Source: an optimization exercise on an open RTL-to-GDS flow (aim: small area, a short achievable clock period and few clock cycles per item). Production flows keep margins and buffers that such runs may drop. The RTL was checked by simulation tests, not by an equivalence proof against the original design. Power and IR drop assume default switching activity.

**flow/design.v**
```verilog
module qubit_measure #(
    parameter int          WIDTH     = 16,
    parameter int          FRAC_BITS = 14,
    parameter int          RAND_W    = 16,
    parameter logic [15:0] SEED      = 16'hACE1
) (
    input  logic                    clk,
    input  logic                    rst,
    input  logic                    in_valid,
    output logic                    in_ready,
    input  logic signed [WIDTH-1:0] in_alpha,
    input  logic signed [WIDTH-1:0] in_beta,
    output logic                    out_valid,
    input  logic                    out_ready,
    output logic                    out_bit,
    output logic [WIDTH-1:0]        out_alpha,
    output logic [WIDTH-1:0]        out_beta,
    output logic                    out_err
);
    typedef enum logic [2:0] {
        IDLE = 3'd0,
        SQA  = 3'd1,
        SQB  = 3'd2,
        CMP  = 3'd3,
        OUT  = 3'd4
    } state_t;
    localparam int PW = 2 * WIDTH;           
    localparam int TW = PW + 1;              
    localparam int MW = TW + RAND_W;         
    localparam logic [WIDTH-1:0] ONE = WIDTH'(1) << FRAC_BITS;
    state_t state;
    state_t state_nx;
    logic signed [WIDTH-1:0] alpha_q;
    logic signed [WIDTH-1:0] beta_q;
    logic [PW-1:0]           p0_q;
    logic [PW-1:0]           p1_q;
    logic [15:0]             lfsr_q;
    logic [15:0]             lfsr_nx;
    logic signed [WIDTH-1:0] mult_a;
    logic signed [PW-1:0]    mult_ext;
    logic signed [PW-1:0]    sq_s;
    logic [PW-1:0]           sq;
    logic [TW-1:0]           total;
    logic [RAND_W-1:0]       r_lfsr;
    logic [RAND_W-1:0]       r_sel;
    logic [MW-1:0]           prod;
    logic [TW-1:0]           thr;
    logic                    total_zero;
    logic                    cmp_bit;
    always_ff @(posedge clk) begin
        if (rst) begin
            state <= IDLE;
        end else begin
            state <= state_nx;
        end
    end
    always_comb begin
        state_nx  = state;
        mult_a    = alpha_q;
        in_ready  = 1'b0;
        out_valid = 1'b0;
        case (state)
            IDLE: begin
                in_ready = 1'b1;
                if (in_valid) begin
                    state_nx = SQA;
                end
            end
            SQA: begin
                state_nx = SQB;
            end
            SQB: begin
                mult_a   = beta_q;
                state_nx = CMP;
            end
            CMP: begin
                state_nx = OUT;
            end
            OUT: begin
                out_valid = 1'b1;
                if (out_ready) begin
                    state_nx = IDLE;
                end
            end
            default: begin
                state_nx = IDLE;
            end
        endcase
    end
    assign mult_ext = PW'(mult_a);
    assign sq_s     = mult_ext * mult_ext;
    assign sq       = sq_s;
    assign lfsr_nx = lfsr_q[0] ? ((lfsr_q >> 1) ^ 16'hB400) : (lfsr_q >> 1);
    generate
        if (RAND_W <= 16) begin : g_rand_narrow
            assign r_lfsr = lfsr_q[RAND_W-1:0];
        end else begin : g_rand_wide
            assign r_lfsr = {{(RAND_W - 16){1'b0}}, lfsr_q};
        end
    endgenerate
    assign r_sel = r_lfsr;
    assign total      = {1'b0, p0_q} + {1'b0, p1_q};
    assign prod       = {{RAND_W{1'b0}}, total} * {{TW{1'b0}}, r_sel};
    assign thr        = prod[MW-1:RAND_W];
    assign total_zero = (total == '0);
    assign cmp_bit    = !total_zero && (thr >= {1'b0, p0_q});
    always_ff @(posedge clk) begin
        if (rst) begin
            alpha_q   <= '0;
            beta_q    <= '0;
            p0_q      <= '0;
            p1_q      <= '0;
            lfsr_q    <= SEED;
            out_bit   <= 1'b0;
            out_alpha <= '0;
            out_beta  <= '0;
            out_err   <= 1'b0;
        end else begin
            lfsr_q <= lfsr_nx;
            case (state)
                IDLE: begin
                    if (in_valid) begin
                        alpha_q <= in_alpha;
                        beta_q  <= in_beta;
                    end
                end
                SQA: begin
                    p0_q <= sq;
                end
                SQB: begin
                    p1_q <= sq;
                end
                CMP: begin
                    out_bit   <= cmp_bit;
                    out_err   <= total_zero;
                    out_alpha <= cmp_bit ? '0 : ONE;
                    out_beta  <= cmp_bit ? ONE : '0;
                end
                default: begin
                end
            endcase
        end
    end
endmodule
```
**flow/run.sh**
```bash
#!/bin/bash
# synth_recipe.tcl (not shown) runs the flow's synth.tcl, then flattens the netlist and writes it again
# the make line also repeats each setting of config.mk as NAME=value (left out here)
make -C /OpenROAD-flow-scripts/flow DESIGN_CONFIG=/design/flow/config.mk WORK_HOME=/design/flow/orfs CLKGATE_MAP_FILE= SYNTH_SCRIPT=/design/flow/synth_recipe.tcl finish
```
**flow/config.mk**
```make
export PLATFORM = sky130hd
export DESIGN_NAME = qubit_measure
export DESIGN_NICKNAME = qubit_measure
export VERILOG_FILES = /design/flow/design.v
export SDC_FILE = /design/flow/constraint.sdc
export NUM_CORES = 4
export LEC_CHECK = 0
export CAP_MARGIN = 20
export CORE_MARGIN = 2
export CORE_UTILIZATION = 40
export SLEW_MARGIN = 20
```
**flow/constraint.sdc**
```tcl
create_clock -name core_clock -period 11.0 [get_ports {clk}]
set_input_delay 2.2000 -clock core_clock [delete_from_list [all_inputs] [get_ports {clk}]]
set_output_delay 2.2000 -clock core_clock [all_outputs]
set_load 0.01 [all_outputs]
```
==> results.py <==
metrics = {
    "global_routing": {
        "antenna_found_initial": 2,
        "grt_max_degree": 89,
        "track_usage_pct": 20.4,
        "grt_pass1_vias": 25300,
        "grt_pass1_wl_mm": 132,
        "grt_overflow": 0,
    },
    "layout": {
        "fillCellCount": 7846,
        "nets": 4648,
        "multi_input_area_mm2": 0.0256,
        "drive_gt1_share_pct": 4.90,
        "area_growth_pct": 8.05,
        "antennaDiodeCount": 0,
        "final_cell_mix": "827 x inv_1, 669 x fa_1, 606 x nand2_1",
        "seqCellArea_mm2": 0.00233,
        "stdcell_area_mm2": 0.0340,
        "layout_commonest_cell": "inv_1",
        "finalNonFillerCells": 4731,
    },
    "die": {
        "io_pins": 72,
        "row_count": 102,
        "core_mm2": 0.0777,
        "initial_utilization_pct": 40.5,
        "fp.dieW_um": 285,
        "fp.dieH_um": 285,
        "die_area_mm2": 0.0810,
    },
    "yosys": {
        "synthDistinctLibCells": 74,
        "netlist.area_leader.share_pct": 42.5,
        "synth-edff-count": 0,
        "synth.area.top_cells": "fa_1 43%, ha_1 11%, inv_1 9.9%",
        "synthFlopType": "dfxtp_1",
        "ys_ff_latch": 116,
        "synth_top_area_cell": "fa_1",
        "synth_area_mm2": 0.0315,
        "synth_warnings": 1,
        "ys_seq_area_share_pct": 7.37,
        "async_reset_ff_share_pct": 0,
        "synth_cells": 3679,
        "syn_avg_cell_area_um2": 8.56,
    },
    "route": {
        "drtPass1Iterations": 5,
        "drt-vias-per-instance": 5.03,
        "wire_per_inst_um": 16.6,
        "vias": 23800,
        "wirelength_mm": 78.5,
        "drc_errors": 0,
        "final_antenna_net_count": 0,
        "drtIter0Drc": 1370,
    },
    "sta": {
        "relSlewSlack_pct": 36.2,
        "finalSetupViolCount": 0,
        "fin_crit_sh_pct": 95.0,
        "fin_skew_ns": 0.0231,
        "drv_slew": 0,
        "min_period_ns": 10.45,
        "tightestPinTransition_ns": 0.957,
        "fmax_mhz": 95.7,
        "timing.final.ws_setup_ns": 0.549,
        "hold_slack_ns": 0.455,
        "hold_viol_final": 0,
    },
    "clock_network": {
        "cts_hold_buf": 0,
        "insertion_delay_ns": 0.47,
        "cts-root-buf": "clkbuf_16",
        "cts_buffers": 17,
        "clock_path_buffers": 2,
        "tritoncts": "built",
        "clock-sinks": 116,
        "clk_pin_slew_ns": 0.06,
        "htree_levels": 4,
    },
    "critical_path": {
        "critPathMaxFanout": 17,
        "reg2reg_depth": 39,
        "required_ns": 11.34,
        "crit_family": "adder cells",
        "worstSetupStartpointType": "flip-flop",
        "cp_slowest_cell": "or4_4",
        "critical_path_arrival_ns": 10.79,
        "crit_path_end_kind": "flip-flop",
        "r2r_end": "out_beta[14]",
        "critPathBufInv": 5,
        "critical_path.reg2reg.startpoint": "p0_q[6]",
        "cpPeakStageDelay_ns": 0.57,
        "cp_common_cell": "fa_1",
        "startpoint": "p0_q[6]",
        "critPathKind": "flip-flop to flip-flop",
        "reg2reg_slack_ns": 0.55,
    },
    "pwr": {
        "ir_drop_mv": 0.261,
        "leakagePower_nw": 16.4,
        "power_density_mw_per_mm2": 204,
    },
    "hold_path": {
        "hp-start": "alpha_q[6]",
        "hp-class": "flip-flop to flip-flop",
        "holdPathEnd": "alpha_q[6]",
        "holdPathStages": 2,
    },
    "place": {
        "post_dp_cell_area_mm2": 0.0332,
        "dpl.hpwl_mm": 63.4,
        "io_buffers": 41,
        "place_congestion": 0.869,
        "placed_cells": 4690,
        "place_ws_ns": -0.0143,
    },
    "job": {
        "maxCapViolCount": 0,
    },
    "status": {
        "status": "finished clean",
    },
}
layer usage:
metal,GRT usage (%),vias to the layer above,share of wire [%]
met5,0,-,0.022
met4,4.84,2,2.1
met3,2.94,106,5.6
met2,35.7,506,50
met1,26.4,12100,42
li1,-,11000,-
synth_stat cells, drive strengths merged, types with 37 or more instances:
cell      n
and2    205
o21ai    49
a21oi   171
nor2    140
nand2   608
a21o     50
fa      669
inv     829
ha      265
buf      37
clkbuf  138
xnor2    64
dfxtp   116
sequential cells by signal, summed over array words and instances, names as in the netlist:
signal / cells
out_alpha: 1
p1_q: 31
beta_q: 16
out_err: 1
lfsr_q: 16
state: 3
p0_q: 31
alpha_q: 16
out_beta: 1
report_power, final:
group	internal, mW	leakage [nW]	total (mW)	switching (mW)
clock	0.365	0.296	0.598	0.234
sequential	0.458	0.948	0.499	0.0406
combinational	2.37	15.1	5.85	3.49
logic make-up after synthesis:
logic type	synth area share [%]
mux	0.421
compound gates	7.85
buf+inv	12.4
other cells	0.0119
fa+ha+maj	53.0
xor+xnor	2.53
flops	7.37
simple gates	16.4
worst min-delay path, cell delays in order (launching register included):
cell and delay (ns):
dfxtp_1 0.30, nand2_1 0.05, a21oi_1 0.05
what timing repair did:
action | in CTS | in global routing
endpoints found under the setup margin | 1 | 2
gates resized for setup | 1 | 35
pin swaps | 0 | 4
setup buffers | 0 | 8
worst max path at each step:
stage | cells past startpoint | to | slack [ns]
CTS | 39 | out_beta[14] | 0.02
detailed placement | 38 | out_beta[14] | -0.01
finish | 39 | out_beta[14] | 0.55
floorplan | 40 | out_beta[14] | 1.12
global route | 39 | out_beta[14] | -0.07
global placement | 37 | out_beta[14] | 0.15
per-stage QoR:
stage	power [mW]	util [%]	TNS, ns
4_1_cts	6.93	43.5	0
3_3_place_gp	6.23	42.6	0
2_1_floorplan	4.68	-	0
6_report	6.95	43.8	0
5_1_grt	7.84	43.8	-0.109
3_5_place_dp	6.29	42.7	-0.0143
final cells by class:
type | instances | share of cell area [%]
Multi-Input combinational cell | 2583 | 75.2
Timing Repair Buffer | 126 | 3.15
Sequential cell | 116 | 6.83
Clock inverter | 10 | 0.349
Clock buffer | 22 | 1.45
Inverter | 834 | 9.20
Tap cell | 1040 | 3.82
Testbench counts, summed over its fixed seeds: cycles 10,240, items 2,048.

port drivers added, routing unchanged:
In the flow no input, the clock included, has a driving cell. The finished layout below was timed again as built, in two steps.
Step 1: set_driving_cell puts a clkbuf_16 on clk and a buf_2 on each other input, an assumption about the parent block.
Step 2, shift: input delay + t, output delay - t, t = (earliest + latest rising clock arrival at the registers) / 2. This alone moves slack from input paths to output paths.
a / b / c = ideal ports / drivers / drivers and shift; a / b = the first two.
t, ns: 0.508
setup slack, ns: 0.549 / 0.549 / 0.549
worst setup path at the end: register to register
slew at the worst register clock pin (ns): 0.08 / 0.08
After both steps this run still meets setup and hold. The setup slack of this run moves by 0.000 ns with the drivers and by 0.000 ns with both steps.
